What follows belongs to an exercise in optimizing a design on an open flow for small area, a short achievable clock period and few clock cycles per item; a production flow would make more cautious choices. At most, simulation tests tie the RTL to the original design; equivalence was not proved. No activity file was given, so power comes from the tool's default toggle rates.

==> umber: inputs <==
Design coreTop, start of the top module:
module coreTop (
    input  logic                    clk,
    input  logic                    rst,
    input  logic                    instrValid,
    input  logic [31:0]             instr,
    output logic                    instrCredit,
    output logic                    resValid,
    output logic [4:0]              resDest,
    output logic [32-1:0] resData
);
clock: 5.0 ns
lec_check: 0
abc_area: 1
cap_margin: 20
core_margin: 2
core_utilization: 40
cts_buf_list: sky130_fd_sc_hd__clkbuf_16
cts_cluster_diameter: 80
cts_cluster_size: 25
setup_slack_margin: 2.85
slew_margin: 20
tns_end_percent: 100
standard.sh (not shown) runs the stock make flow with config.mk's settings and CLKGATE_MAP_FILE= SYNTH_SCRIPT=/design/flow/synth_recipe.tcl, a recipe that flattens the netlist after the stock synthesis.
==> flow/flow/run.sh <==
#!/bin/bash
# Standard layout, with the port buffers made from buf_4 cells instead of
# the buffer_ports default, so the input and output paths are not slowed by
# delay cells.
set -o pipefail
cp standard.sh standard.sh.txt
export BUFFER_PORTS_ARGS="-buffer_cell sky130_fd_sc_hd__buf_4"
bash standard.sh > standard.log 2>&1
==> inputs of xenon, as changes to umber <==
Settings changed: CORE_UTILIZATION 40 to 50.
==> inputs of maple, as changes to umber <==
==> flow/design.v (replaced) <==
module regBank (
    input  logic                    clk,
    input  logic                    rst,
    input  logic                    wrEn,
    input  logic [3:0]              wrIdx,
    input  logic [32-1:0] wrData,
    input  logic [15:0]             rdSel1,
    input  logic [15:0]             rdSel2,
    output logic [32-1:0] rdData1,
    output logic [32-1:0] rdData2
);
    logic [15:0][32-1:0] regs;
    logic [15:0]                   written;
    always_ff @(posedge clk or posedge rst) begin
        if (rst) begin
            written <= '0;
        end else if (wrEn) begin
            written[wrIdx] <= 1'b1;
        end
    end
    always_ff @(posedge clk) begin
        for (int i = 0; i < 16; i++) begin
            if (wrEn && (wrIdx == 4'(i))) begin
                regs[i] <= wrData;
            end
        end
    end
    function automatic logic [32-1:0] readPort(input logic [15:0] sel);
        logic [32-1:0] acc;
        acc = '0;
        for (int i = 0; i < 16; i++) begin
            acc = acc | ({32{sel[i] && written[i]}} & regs[i]);
        end
        acc = acc | {22'd0, {10{sel[0] && !written[0]}}};
        readPort = acc;
    endfunction
    assign rdData1 = readPort(rdSel1);
    assign rdData2 = readPort(rdSel2);
endmodule
module coreTop (
    input  logic                    clk,
    input  logic                    rst,
    input  logic                    instrValid,
    input  logic [31:0]             instr,
    output logic                    instrCredit,
    output logic                    resValid,
    output logic [4:0]              resDest,
    output logic [32-1:0] resData
);
    logic [5:0]  opcode;
    logic [4:0]  rd, rs, rt;
    logic [10:0] funct;
    assign opcode = instr[31:26];
    assign rd     = instr[25:21];
    assign rs     = instr[20:16];
    assign rt     = instr[15:11];
    assign funct  = instr[10:0];
    logic isReg, isAddi, isLui;
    logic dAdd, dSub, dAnd, dOr, dXor, dSlt;
    logic dArith, dKnown, rdLive;
    assign isReg  = (opcode == 6'h00);
    assign isAddi = (opcode == 6'h08);
    assign isLui  = (opcode == 6'h0f);
    assign dAdd   = isReg && (funct == 11'h020);
    assign dSub   = isReg && (funct == 11'h022);
    assign dAnd   = isReg && (funct == 11'h024);
    assign dOr    = isReg && (funct == 11'h025);
    assign dXor   = isReg && (funct == 11'h026);
    assign dSlt   = isReg && (funct == 11'h02a);
    assign dArith = dAdd || dSub || isAddi || isLui;    
    assign dKnown = dArith || dAnd || dOr || dXor || dSlt;
    assign rdLive = (rd != 5'd0);
    logic                    irValid, exValid, wbValid;
    logic [4:0]              irDest, exDest;
    logic                    useS, useT;
    logic                    dFwdS, dFwdT, dWbS, dWbT;
    logic [15:0]             dSelS, dSelT;
    function automatic logic live(input logic [4:0] r);
        live = (r != 5'd0) && (r[4] == 1'b0 || r[3:0] == 4'd0);
    endfunction
    assign useS  = !isLui && live(rs);
    assign useT  = !(isLui || isAddi) && live(rt);
    assign dFwdS = useS && irValid && (irDest == rs);
    assign dFwdT = useT && irValid && (irDest == rt);
    assign dWbS  = useS && exValid && (exDest == rs) && !dFwdS;
    assign dWbT  = useT && exValid && (exDest == rt) && !dFwdT;
    always_comb begin
        for (int i = 0; i < 16; i++) begin
            dSelS[i] = useS && !dFwdS && !dWbS && (rs[3:0] == 4'(i));
            dSelT[i] = useT && !dFwdT && !dWbT && (rt[3:0] == 4'(i));
        end
    end
    logic                    irArith, irSub, irAnd, irOr, irXor, irSlt;
    logic                    irImm, irLui;
    logic                    irFwdS, irFwdT, irWbS, irWbT;
    logic [15:0]             irSelS, irSelT;
    logic [15:0]             irImmVal;
    always_ff @(posedge clk or posedge rst) begin
        if (rst) begin
            irValid     <= 1'b0;
            instrCredit <= 1'b0;
        end else begin
            irValid     <= instrValid;
            instrCredit <= instrValid;  
        end
    end
    always_ff @(posedge clk) begin
        irDest   <= dKnown ? rd : 5'd0;
        irArith  <= dArith && rdLive;
        irSub    <= dSub || dSlt;
        irAnd    <= dAnd && rdLive;
        irOr     <= dOr && rdLive;
        irXor    <= dXor && rdLive;
        irSlt    <= dSlt && rdLive;
        irLui    <= isLui;
        irImm    <= isLui || isAddi;
        irFwdS   <= dFwdS;
        irFwdT   <= dFwdT;
        irWbS    <= dWbS;
        irWbT    <= dWbT;
        irSelS   <= dSelS;
        irSelT   <= dSelT;
        irImmVal <= instr[15:0];
    end
    logic [32-1:0] aluResult;
    logic [32-1:0] bankS, bankT;
    logic [32-1:0] nextA, nextB, immExt;
    logic                    wbWrite;
    regBank bank_i (
        .clk     (clk),
        .rst     (rst),
        .wrEn    (wbWrite),
        .wrIdx   (resDest[3:0]),
        .wrData  (resData),
        .rdSel1  (irSelS),
        .rdSel2  (irSelT),
        .rdData1 (bankS),
        .rdData2 (bankT)
    );
    assign immExt = irLui ? {irImmVal, 16'h0000} : {{16{irImmVal[15]}}, irImmVal};
    assign nextA = bankS | ({32{irFwdS}} & aluResult)
                         | ({32{irWbS}} & resData);
    assign nextB = (bankT | ({32{irFwdT}} & aluResult)
                          | ({32{irWbT}} & resData)
                          | ({32{irImm}} & immExt))
                 ^ {32{irSub}};
    logic                    exArith, exSub, exAnd, exOr, exXor, exSlt;
    logic [32-1:0] opA, opB;
    always_ff @(posedge clk or posedge rst) begin
        if (rst) begin
            exValid <= 1'b0;
        end else begin
            exValid <= irValid;
        end
    end
    always_ff @(posedge clk) begin
        exDest  <= irDest;
        exArith <= irArith;
        exSub   <= irSub;
        exAnd   <= irAnd;
        exOr    <= irOr;
        exXor   <= irXor;
        exSlt   <= irSlt;
        opA     <= nextA;
        opB     <= nextB;
    end
    logic [32-1:0] sum;
    logic                    less;
    logic [32:0] gen, prop;
    always_comb begin
        gen  = {opA & opB, exSub};
        prop = {opA ^ opB, 1'b0};
        for (int d = 1; d <= 32; d = d * 2) begin
            for (int i = 32; i >= d; i--) begin
                gen[i]  = gen[i] | (prop[i] & gen[i - d]);
                prop[i] = prop[i] & prop[i - d];
            end
        end
    end
    assign sum = (opA ^ opB) ^ gen[32-1:0];
    assign less = (opA[31] == opB[31]) ? opA[31] : sum[31];
    assign aluResult = ({32{exArith}} & sum)
                     | ({32{exAnd}} & (opA & opB))
                     | ({32{exOr}}  & (opA | opB))
                     | ({32{exXor}} & (opA ^ opB))
                     | 32'(exSlt && less);
    always_ff @(posedge clk or posedge rst) begin
        if (rst) begin
            wbValid <= 1'b0;
        end else begin
            wbValid <= exValid;
        end
    end
    always_ff @(posedge clk) begin
        resDest <= exDest;
        resData <= aluResult;
    end
    assign resValid = wbValid;
    assign wbWrite  = wbValid && live(resDest);
endmodule
Settings changed: ABC_AREA 1 to default, CTS_BUF_LIST sky130_fd_sc_hd__clkbuf_16 to default, CTS_CLUSTER_DIAMETER 80 to default, CTS_CLUSTER_SIZE 25 to default, SETUP_SLACK_MARGIN 2.85 to 2.5, TNS_END_PERCENT 100 to 20.
==> impl_metrics.toml <==
[pwr]
clkPwrFrac_pct = 34.1

[finish]
fin_nets = 3608

[detailed_routing]
viasPerCell = 5.96

[logic_synthesis]
ys_async_sr_fraction_pct = 4.61
synth_mux_area_share_pct = 0

[run_status]
status = "complete, no violations"

[global_routing]
grt_max_degree = 36

[floorplan]
nWellTaps = 1144
[end of results for umber]
==> impl_metrics.toml <==
[logic_synthesis]
ys_async_sr_fraction_pct = 4.61

[setup_path]
path_max_fanout = 23

[run_status]
status = "complete, no violations"

[pwr]
clkPwrFrac_pct = 33.6

[timing]
max_freq_mhz = 456

[clocking]
clk_latency_ns = 0.63

[place]
place_area_um2 = 35800
post-place-cells = 4291

[detailed_routing]
viasPerCell = 6.44

[finish]
fin_nets = 3610
[end of results for xenon]
==> impl_metrics.toml <==
[finish]
largest_class = "registers"
fin_nets = 2685

[floorplan]
nWellTaps = 1030

[detailed_routing]
viasPerCell = 7.04

[run_status]
status = "complete, no violations"

[logic_synthesis]
ys_async_sr_fraction_pct = 2.68
synth_mux_area_share_pct = 0.130

[pwr]
clkPwrFrac_pct = 46.6
[end of results for maple]
Testbench counts of umber, summed over its fixed seeds: cycles 24,016, items 24,000.
Testbench counts of xenon, summed over its fixed seeds: cycles 24,016, items 24,000.
Testbench counts of maple, summed over its fixed seeds: cycles 24,016, items 24,000.

==> wip/umber: inputs <==
Another version of the RTL of coreTop (not shown whole).
==> module regBank, before the edit <==
module regBank (
    input  logic                    clk,
    input  logic                    rst,
    input  logic                    wrEn,
    input  logic [3:0]              wrIdx,
    input  logic [32-1:0] wrData,
    input  logic [4:0]              rs,
    input  logic                    rsKill,
    input  logic [4:0]              rt,
    input  logic                    rtKill,
    output logic [32-1:0] rdData1,
    output logic [32-1:0] rdData2
);
    logic [15:0][32-1:0] regs;
    logic [15:0]                   written;
    always_ff @(posedge clk or posedge rst) begin
        if (rst) begin
            written <= '0;
        end else if (wrEn) begin
            written[wrIdx] <= 1'b1;
        end
    end
    always_ff @(posedge clk) begin
        for (int i = 0; i < 16; i++) begin
            if (wrEn && (wrIdx == 4'(i))) begin
                regs[i] <= wrData;
            end
        end
    end
    function automatic logic [32-1:0] readPort(input logic [4:0] idx, input logic kill);
        logic [15:0]             hit;
        logic [32-1:0] acc;
        for (int i = 0; i < 16; i++) begin
            hit[i] = (idx == ((i == 0) ? 5'd16 : 5'(i))) && !kill;
        end
        acc = '0;
        for (int i = 0; i < 16; i++) begin
            acc = acc | ({32{hit[i] && written[i]}} & regs[i]);
        end
        acc = acc | {22'd0, {10{hit[0] && !written[0]}}};
        readPort = acc;
    endfunction
    assign rdData1 = readPort(rs, rsKill);
    assign rdData2 = readPort(rt, rtKill);
endmodule
==> module coreTop, before the edit <==
module coreTop (
    input  logic                    clk,
    input  logic                    rst,
    input  logic                    instrValid,
    input  logic [31:0]             instr,
    output logic                    instrCredit,
    output logic                    resValid,
    output logic [4:0]              resDest,
    output logic [32-1:0] resData
);
    logic [5:0]  opcode;
    logic [4:0]  rd;
    logic [10:0] funct;
    assign opcode = instr[31:26];
    assign rd     = instr[25:21];
    assign funct  = instr[10:0];
    logic isReg, isAddi, isLui;
    logic dAdd, dSub, dAnd, dOr, dXor, dSlt;
    logic dArith, dKnown, rdLive;
    assign isReg  = (opcode == 6'h00);
    assign isAddi = (opcode == 6'h08);
    assign isLui  = (opcode == 6'h0f);
    assign dAdd   = isReg && (funct == 11'h020);
    assign dSub   = isReg && (funct == 11'h022);
    assign dAnd   = isReg && (funct == 11'h024);
    assign dOr    = isReg && (funct == 11'h025);
    assign dXor   = isReg && (funct == 11'h026);
    assign dSlt   = isReg && (funct == 11'h02a);
    assign dArith = dAdd || dSub || isAddi || isLui;    
    assign dKnown = dArith || dAnd || dOr || dXor || dSlt;
    assign rdLive = (rd != 5'd0);
    logic                    irValid;
    logic [4:0]              irDest;
    logic                    irArith, irSub, irAnd, irOr, irXor, irSlt;
    logic                    irLui, irImm;
    logic [4:0]              irRs;
    logic [15:0]             irImmVal;  
    always_ff @(posedge clk or posedge rst) begin
        if (rst) begin
            irValid     <= 1'b0;
            instrCredit <= 1'b0;
        end else begin
            irValid     <= instrValid;
            instrCredit <= instrValid;  
        end
    end
    always_ff @(posedge clk) begin
        irDest   <= dKnown ? rd : 5'd0;
        irArith  <= dArith && rdLive;
        irSub    <= dSub || dSlt;
        irAnd    <= dAnd && rdLive;
        irOr     <= dOr && rdLive;
        irXor    <= dXor && rdLive;
        irSlt    <= dSlt && rdLive;
        irLui    <= isLui;
        irImm    <= isLui || isAddi;
        irRs     <= instr[20:16];
        irImmVal <= instr[15:0];
    end
    logic                    exValid;
    logic [4:0]              exDest;
    logic [32-1:0] aluResult;
    logic [4:0]              irRt;
    logic [32-1:0] bankS, bankT;
    logic                    fwdS, fwdT;
    logic [32-1:0] nextA, nextB, immExt;
    assign irRt = irImmVal[15:11];
    assign fwdS = exValid && (exDest == irRs) && (irRs != 5'd0) && (irRs[4] == 1'b0 || irRs[3:0] == 4'd0);
    assign fwdT = exValid && (exDest == irRt) && (irRt != 5'd0) && (irRt[4] == 1'b0 || irRt[3:0] == 4'd0);
    regBank bank_i (
        .clk     (clk),
        .rst     (rst),
        .wrEn    (exValid && (exDest != 5'd0) && (exDest[4] == 1'b0 || exDest[3:0] == 4'd0)),
        .wrIdx   (exDest[3:0]),
        .wrData  (aluResult),
        .rs      (irRs),
        .rsKill  (fwdS || irLui),
        .rt      (irRt),
        .rtKill  (fwdT || irImm),
        .rdData1 (bankS),
        .rdData2 (bankT)
    );
    assign immExt = irLui ? {irImmVal, 16'h0000} : {{16{irImmVal[15]}}, irImmVal};
    assign nextA = bankS | ({32{fwdS && !irLui}} & aluResult);
    assign nextB = bankT | ({32{fwdT && !irImm}} & aluResult)
                         | ({32{irImm}} & immExt);
    logic                    exArith, exSub, exAnd, exOr, exXor, exSlt;
    logic [32-1:0] opA, opB;
    always_ff @(posedge clk or posedge rst) begin
        if (rst) begin
            exValid <= 1'b0;
        end else begin
            exValid <= irValid;
        end
    end
    always_ff @(posedge clk) begin
        exDest  <= irDest;
        exArith <= irArith;
        exSub   <= irSub;
        exAnd   <= irAnd;
        exOr    <= irOr;
        exXor   <= irXor;
        exSlt   <= irSlt;
        opA     <= nextA;
        opB     <= nextB;
    end
    logic [32:0]   sumC;
    logic [32-1:0] sum;
    logic                    less;
    assign sumC = {opA, 1'b1} + {opB ^ {32{exSub}}, exSub};
    assign sum  = sumC[32:1];
    assign less = (opA[31] != opB[31]) ? opA[31] : sum[31];
    assign aluResult = ({32{exArith}} & sum)
                     | ({32{exAnd}} & (opA & opB))
                     | ({32{exOr}}  & (opA | opB))
                     | ({32{exXor}} & (opA ^ opB))
                     | 32'(exSlt && less);
    logic wbValid;
    always_ff @(posedge clk or posedge rst) begin
        if (rst) begin
            wbValid <= 1'b0;
        end else begin
            wbValid <= exValid;
        end
    end
    always_ff @(posedge clk) begin
        resDest <= exDest;
        resData <= aluResult;
    end
    assign resValid = wbValid;
endmodule
clock: 5.0 ns
lec_check: 0
cap_margin: 20
core_margin: 2
core_utilization: 40
slew_margin: 20
run.sh (not shown) runs the stock make flow with config.mk's settings and CLKGATE_MAP_FILE= SYNTH_SCRIPT=/design/flow/synth_recipe.tcl, a recipe that flattens the netlist after the stock synthesis.
Stock flow here: none of the scripts above is used.
==> wip/sierra (differences from wip/umber) <==
==> flow/design.v, changed modules only <==
module regBank (
    input  logic                    clk,
    input  logic                    rst,
    input  logic                    wrEn,
    input  logic [3:0]              wrIdx,
    input  logic [32-1:0] wrData,
    input  logic [15:0]             rdSel1,
    input  logic [15:0]             rdSel2,
    output logic [32-1:0] rdData1,
    output logic [32-1:0] rdData2
);
    logic [15:0][32-1:0] regs;
    logic [15:0]                   written;
    always_ff @(posedge clk or posedge rst) begin
        if (rst) begin
            written <= '0;
        end else if (wrEn) begin
            written[wrIdx] <= 1'b1;
        end
    end
    always_ff @(posedge clk) begin
        for (int i = 0; i < 16; i++) begin
            if (wrEn && (wrIdx == 4'(i))) begin
                regs[i] <= wrData;
            end
        end
    end
    function automatic logic [32-1:0] readPort(input logic [15:0] sel);
        logic [32-1:0] acc;
        acc = '0;
        for (int i = 0; i < 16; i++) begin
            acc = acc | ({32{sel[i] && written[i]}} & regs[i]);
        end
        acc = acc | {22'd0, {10{sel[0] && !written[0]}}};
        readPort = acc;
    endfunction
    assign rdData1 = readPort(rdSel1);
    assign rdData2 = readPort(rdSel2);
endmodule
module coreTop (
    input  logic                    clk,
    input  logic                    rst,
    input  logic                    instrValid,
    input  logic [31:0]             instr,
    output logic                    instrCredit,
    output logic                    resValid,
    output logic [4:0]              resDest,
    output logic [32-1:0] resData
);
    logic [5:0]  opcode;
    logic [4:0]  rd, rs, rt;
    logic [10:0] funct;
    assign opcode = instr[31:26];
    assign rd     = instr[25:21];
    assign rs     = instr[20:16];
    assign rt     = instr[15:11];
    assign funct  = instr[10:0];
    logic isReg, isAddi, isLui;
    logic dAdd, dSub, dAnd, dOr, dXor, dSlt;
    logic dArith, dKnown, rdLive;
    assign isReg  = (opcode == 6'h00);
    assign isAddi = (opcode == 6'h08);
    assign isLui  = (opcode == 6'h0f);
    assign dAdd   = isReg && (funct == 11'h020);
    assign dSub   = isReg && (funct == 11'h022);
    assign dAnd   = isReg && (funct == 11'h024);
    assign dOr    = isReg && (funct == 11'h025);
    assign dXor   = isReg && (funct == 11'h026);
    assign dSlt   = isReg && (funct == 11'h02a);
    assign dArith = dAdd || dSub || isAddi || isLui;    
    assign dKnown = dArith || dAnd || dOr || dXor || dSlt;
    assign rdLive = (rd != 5'd0);
    logic                    irValid, exValid, wbValid;
    logic [4:0]              irDest, exDest;
    logic                    useS, useT;
    logic                    dFwdS, dFwdT, dWbS, dWbT;
    logic [15:0]             dSelS, dSelT;
    function automatic logic live(input logic [4:0] r);
        live = (r != 5'd0) && (r[4] == 1'b0 || r[3:0] == 4'd0);
    endfunction
    assign useS  = !isLui && live(rs);
    assign useT  = !(isLui || isAddi) && live(rt);
    assign dFwdS = useS && irValid && (irDest == rs);
    assign dFwdT = useT && irValid && (irDest == rt);
    assign dWbS  = useS && exValid && (exDest == rs) && !dFwdS;
    assign dWbT  = useT && exValid && (exDest == rt) && !dFwdT;
    always_comb begin
        for (int i = 0; i < 16; i++) begin
            dSelS[i] = useS && !dFwdS && !dWbS && (rs[3:0] == 4'(i));
            dSelT[i] = useT && !dFwdT && !dWbT && (rt[3:0] == 4'(i));
        end
    end
    logic                    irArith, irSub, irAnd, irOr, irXor, irSlt;
    logic                    irImm, irLui;
    logic                    irFwdS, irFwdT, irWbS, irWbT;
    logic [15:0]             irSelS, irSelT;
    logic [15:0]             irImmVal;
    always_ff @(posedge clk or posedge rst) begin
        if (rst) begin
            irValid     <= 1'b0;
            instrCredit <= 1'b0;
        end else begin
            irValid     <= instrValid;
            instrCredit <= instrValid;  
        end
    end
    always_ff @(posedge clk) begin
        irDest   <= dKnown ? rd : 5'd0;
        irArith  <= dArith && rdLive;
        irSub    <= dSub || dSlt;
        irAnd    <= dAnd && rdLive;
        irOr     <= dOr && rdLive;
        irXor    <= dXor && rdLive;
        irSlt    <= dSlt && rdLive;
        irLui    <= isLui;
        irImm    <= isLui || isAddi;
        irFwdS   <= dFwdS;
        irFwdT   <= dFwdT;
        irWbS    <= dWbS;
        irWbT    <= dWbT;
        irSelS   <= dSelS;
        irSelT   <= dSelT;
        irImmVal <= instr[15:0];
    end
    logic [32-1:0] aluResult;
    logic [32-1:0] bankS, bankT;
    logic [32-1:0] nextA, nextB, immExt;
    logic                    wbWrite;
    regBank bank_i (
        .clk     (clk),
        .rst     (rst),
        .wrEn    (wbWrite),
        .wrIdx   (resDest[3:0]),
        .wrData  (resData),
        .rdSel1  (irSelS),
        .rdSel2  (irSelT),
        .rdData1 (bankS),
        .rdData2 (bankT)
    );
    assign immExt = irLui ? {irImmVal, 16'h0000} : {{16{irImmVal[15]}}, irImmVal};
    assign nextA = bankS | ({32{irFwdS}} & aluResult)
                         | ({32{irWbS}} & resData);
    assign nextB = (bankT | ({32{irFwdT}} & aluResult)
                          | ({32{irWbT}} & resData)
                          | ({32{irImm}} & immExt))
                 ^ {32{irSub}};
    logic                    exArith, exSub, exAnd, exOr, exXor, exSlt;
    logic [32-1:0] opA, opB;
    always_ff @(posedge clk or posedge rst) begin
        if (rst) begin
            exValid <= 1'b0;
        end else begin
            exValid <= irValid;
        end
    end
    always_ff @(posedge clk) begin
        exDest  <= irDest;
        exArith <= irArith;
        exSub   <= irSub;
        exAnd   <= irAnd;
        exOr    <= irOr;
        exXor   <= irXor;
        exSlt   <= irSlt;
        opA     <= nextA;
        opB     <= nextB;
    end
    logic [32:0]   sumC;
    logic [32-1:0] sum;
    logic                    less;
    assign sumC = {opA, 1'b1} + {opB, exSub};
    assign sum  = sumC[32:1];
    assign less = (opA[31] == opB[31]) ? opA[31] : sum[31];
    assign aluResult = ({32{exArith}} & sum)
                     | ({32{exAnd}} & (opA & opB))
                     | ({32{exOr}}  & (opA | opB))
                     | ({32{exXor}} & (opA ^ opB))
                     | 32'(exSlt && less);
    always_ff @(posedge clk or posedge rst) begin
        if (rst) begin
            wbValid <= 1'b0;
        end else begin
            wbValid <= exValid;
        end
    end
    always_ff @(posedge clk) begin
        resDest <= exDest;
        resData <= aluResult;
    end
    assign resValid = wbValid;
    assign wbWrite  = wbValid && live(resDest);
endmodule
==> flow/flow/run.sh (new file) <==
#!/bin/bash
# Standard layout, with the port buffers made from buf_4 cells instead of
# the buffer_ports default, so the input and output paths are not slowed by
# delay cells.
set -o pipefail
cp standard.sh standard.sh.txt
export BUFFER_PORTS_ARGS="-buffer_cell sky130_fd_sc_hd__buf_4"
bash standard.sh > standard.log 2>&1
==> flow/standard.sh (new file) <==
#!/bin/bash
# synth_recipe.tcl (not shown) runs the flow's synth.tcl, then flattens the netlist and writes it again
# the make line also repeats each setting of config.mk as NAME=value (left out here)
make -C /OpenROAD-flow-scripts/flow DESIGN_CONFIG=/design/flow/config.mk WORK_HOME=/design/flow/orfs CLKGATE_MAP_FILE= SYNTH_SCRIPT=/design/flow/synth_recipe.tcl "${@:-finish}"
SETUP_SLACK_MARGIN = 2.5   (was not set)
TNS_END_PERCENT = 20   (was not set)
removed: flow/run.sh
==> wip/indigo (differences from wip/umber) <==
==> flow/design.v, changed modules only <==
module coreTop (
    input  logic                    clk,
    input  logic                    rst,
    input  logic                    instrValid,
    input  logic [31:0]             instr,
    output logic                    instrCredit,
    output logic                    resValid,
    output logic [4:0]              resDest,
    output logic [32-1:0] resData
);
    logic [5:0]  opcode;
    logic [4:0]  rd;
    logic [10:0] funct;
    assign opcode = instr[31:26];
    assign rd     = instr[25:21];
    assign funct  = instr[10:0];
    logic isReg, isAddi, isLui;
    logic dAdd, dSub, dAnd, dOr, dXor, dSlt;
    logic dArith, dKnown, rdLive;
    assign isReg  = (opcode == 6'h00);
    assign isAddi = (opcode == 6'h08);
    assign isLui  = (opcode == 6'h0f);
    assign dAdd   = isReg && (funct == 11'h020);
    assign dSub   = isReg && (funct == 11'h022);
    assign dAnd   = isReg && (funct == 11'h024);
    assign dOr    = isReg && (funct == 11'h025);
    assign dXor   = isReg && (funct == 11'h026);
    assign dSlt   = isReg && (funct == 11'h02a);
    assign dArith = dAdd || dSub || isAddi || isLui;    
    assign dKnown = dArith || dAnd || dOr || dXor || dSlt;
    assign rdLive = (rd != 5'd0);
    logic                    irValid;
    logic [4:0]              irDest;
    logic                    irArith, irSub, irAnd, irOr, irXor, irSlt;
    logic                    irLui, irImm;
    logic [4:0]              irRs;
    logic [15:0]             irImmVal;  
    always_ff @(posedge clk or posedge rst) begin
        if (rst) begin
            irValid     <= 1'b0;
            instrCredit <= 1'b0;
        end else begin
            irValid     <= instrValid;
            instrCredit <= instrValid;  
        end
    end
    always_ff @(posedge clk) begin
        irDest   <= dKnown ? rd : 5'd0;
        irArith  <= dArith && rdLive;
        irSub    <= dSub || dSlt;
        irAnd    <= dAnd && rdLive;
        irOr     <= dOr && rdLive;
        irXor    <= dXor && rdLive;
        irSlt    <= dSlt && rdLive;
        irLui    <= isLui;
        irImm    <= isLui || isAddi;
        irRs     <= instr[20:16];
        irImmVal <= instr[15:0];
    end
    logic                    exValid;
    logic [4:0]              exDest;
    logic                    wbValid, wbWrite;
    logic [32-1:0] aluResult;
    logic [4:0]              irRt;
    logic [32-1:0] bankS, bankT;
    logic                    fwdS, fwdT;
    logic [32-1:0] nextA, nextB, immExt;
    assign irRt = irImmVal[15:11];
    logic liveS, liveT, wbFwdS, wbFwdT;
    assign liveS  = (irRs != 5'd0) && (irRs[4] == 1'b0 || irRs[3:0] == 4'd0);
    assign liveT  = (irRt != 5'd0) && (irRt[4] == 1'b0 || irRt[3:0] == 4'd0);
    assign fwdS   = liveS && exValid && (exDest == irRs);
    assign fwdT   = liveT && exValid && (exDest == irRt);
    assign wbFwdS = liveS && wbValid && (resDest == irRs) && !fwdS;
    assign wbFwdT = liveT && wbValid && (resDest == irRt) && !fwdT;
    regBank bank_i (
        .clk     (clk),
        .rst     (rst),
        .wrEn    (wbWrite),
        .wrIdx   (resDest[3:0]),
        .wrData  (resData),
        .rs      (irRs),
        .rsKill  (fwdS || wbFwdS || irLui),
        .rt      (irRt),
        .rtKill  (fwdT || wbFwdT || irImm),
        .rdData1 (bankS),
        .rdData2 (bankT)
    );
    assign immExt = irLui ? {irImmVal, 16'h0000} : {{16{irImmVal[15]}}, irImmVal};
    assign nextA = bankS | ({32{fwdS && !irLui}} & aluResult)
                         | ({32{wbFwdS && !irLui}} & resData);
    assign nextB = (bankT | ({32{fwdT && !irImm}} & aluResult)
                          | ({32{wbFwdT && !irImm}} & resData)
                          | ({32{irImm}} & immExt))
                 ^ {32{irSub}};
    logic                    exArith, exSub, exAnd, exOr, exXor, exSlt;
    logic [32-1:0] opA, opB;
    always_ff @(posedge clk or posedge rst) begin
        if (rst) begin
            exValid <= 1'b0;
        end else begin
            exValid <= irValid;
        end
    end
    always_ff @(posedge clk) begin
        exDest  <= irDest;
        exArith <= irArith;
        exSub   <= irSub;
        exAnd   <= irAnd;
        exOr    <= irOr;
        exXor   <= irXor;
        exSlt   <= irSlt;
        opA     <= nextA;
        opB     <= nextB;
    end
    logic [32:0]   sumC;
    logic [32-1:0] sum;
    logic                    less;
    assign sumC = {opA, 1'b1} + {opB, exSub};
    assign sum  = sumC[32:1];
    assign less = (opA[31] == opB[31]) ? opA[31] : sum[31];
    assign aluResult = ({32{exArith}} & sum)
                     | ({32{exAnd}} & (opA & opB))
                     | ({32{exOr}}  & (opA | opB))
                     | ({32{exXor}} & (opA ^ opB))
                     | 32'(exSlt && less);
    always_ff @(posedge clk or posedge rst) begin
        if (rst) begin
            wbValid <= 1'b0;
        end else begin
            wbValid <= exValid;
        end
    end
    always_ff @(posedge clk) begin
        resDest <= exDest;
        resData <= aluResult;
    end
    assign resValid = wbValid;
    assign wbWrite  = wbValid && (resDest != 5'd0) && (resDest[4] == 1'b0 || resDest[3:0] == 4'd0);
endmodule
SETUP_SLACK_MARGIN = 2.5   (was not set)
TNS_END_PERCENT = 20   (was not set)
==> comparison table <==
Area of the placeable core: wip/sierra 77200 um2; wip/indigo 75900 um2; wip/umber 74400 um2
Total Routed Length: wip/sierra 135000 um; wip/indigo 146000 um; wip/umber 123000 um
Post-placement cell area: wip/sierra 33000 um2; wip/indigo 33100 um2; wip/umber 32100 um2
Number of post-CTS setup repair buffers: wip/sierra 52; wip/indigo 165; wip/umber 0
Post-Route Hold Slack: wip/sierra 332 ps; wip/indigo 315 ps; wip/umber 326 ps
Vertical extent of the die: wip/sierra 283 um; wip/indigo 281 um; wip/umber 278 um
Start point of the worst hold path: wip/sierra irArith; wip/indigo irOr; wip/umber irDest[2]
GR met3 Demand/Resource: wip/sierra 0.113; wip/indigo 0.140; wip/umber 0.0892
Standby leakage power: wip/sierra 0.0141 uW; wip/indigo 0.0156 uW; wip/umber 0.0127 uW
Combinational share of power: wip/sierra 0.018; wip/indigo 0.032; wip/umber 0.019
Crit path capture: wip/sierra opB[31]; wip/indigo opB[0]; wip/umber bank_i.regs[380]
Worst clock skew: wip/sierra 25.5 ps; wip/indigo 47.5 ps; wip/umber 32.0 ps
Pin count of the biggest net entering global routing: wip/sierra 34; wip/indigo 34; wip/umber 33
Combined flip-flop and latch cell area: wip/sierra 19500 um2; wip/indigo 18900 um2; wip/umber 18800 um2
Total power divided by cell area: wip/sierra 336 nW/um2; wip/indigo 294 nW/um2; wip/umber 346 nW/um2
Status: wip/sierra timing/DRC/antenna clean; wip/indigo timing/DRC/antenna clean; wip/umber timing/DRC/antenna clean
Number of core rows: wip/sierra 102; wip/indigo 101; wip/umber 100
Multi-input combinational area share: wip/sierra 0.318; wip/indigo 0.302; wip/umber 0.299
Tapcell Cnt: wip/sierra 1040; wip/indigo 1030; wip/umber 969
Filler Cell Count: wip/sierra 6622; wip/indigo 6213; wip/umber 6463
Testbench counts of wip/sierra, summed over its fixed seeds: cycles 24,016, items 24,000.
Testbench counts of wip/indigo, summed over its fixed seeds: cycles 24,016, items 24,000.
No functional check of the RTL was part of wip/umber.

separate check: timing with driven ports:
The results above use ideal ports. As a check the final layouts listed here were re-extracted and re-timed, cells and wires unchanged. Step 1: set_driving_cell puts a clkbuf_16 on clk and a buf_2 on each other input, an assumption about the parent block. Step 2 adds t to the input delays and takes it off the output delays; t is the mean of the earliest and latest rising clock arrival at the registers after step 1. Input paths then give back, and output paths get back, about the clock's delay inside the block. Slacks: ideal / step 1 / step 2; pairs: ideal / step 1.
run | shift t [ns] | slack for setup (ns) | hold WS [ns] | worst data-port slew with drivers (ns)
umber | 0.703 | 2.801 / 2.735 / 2.265 | 0.340 / 0.340 / 0.340 | 0.04
xenon | 0.684 | 2.807 / 2.775 / 2.264 | 0.325 / 0.325 / 0.325 | 0.04
maple | 0.697 | 2.109 / 2.109 / 2.109 | 0.326 / 0.326 / 0.326 | 0.04
wip/umber | 0.687 | 0.440 / 0.440 / 0.440 | 0.326 / 0.326 / 0.326 | 0.05
wip/sierra | 0.710 | 2.103 / 2.103 / 1.943 | 0.332 / 0.332 / 0.332 | 0.04
wip/indigo | 0.717 | 1.576 / 1.576 / 1.403 | 0.315 / 0.315 / 0.315 | 0.05
After both steps setup and hold are still met in every run listed. For xenon, which loses most, drivers alone change the setup slack by -0.032 ns; drivers and shift together by -0.543 ns.
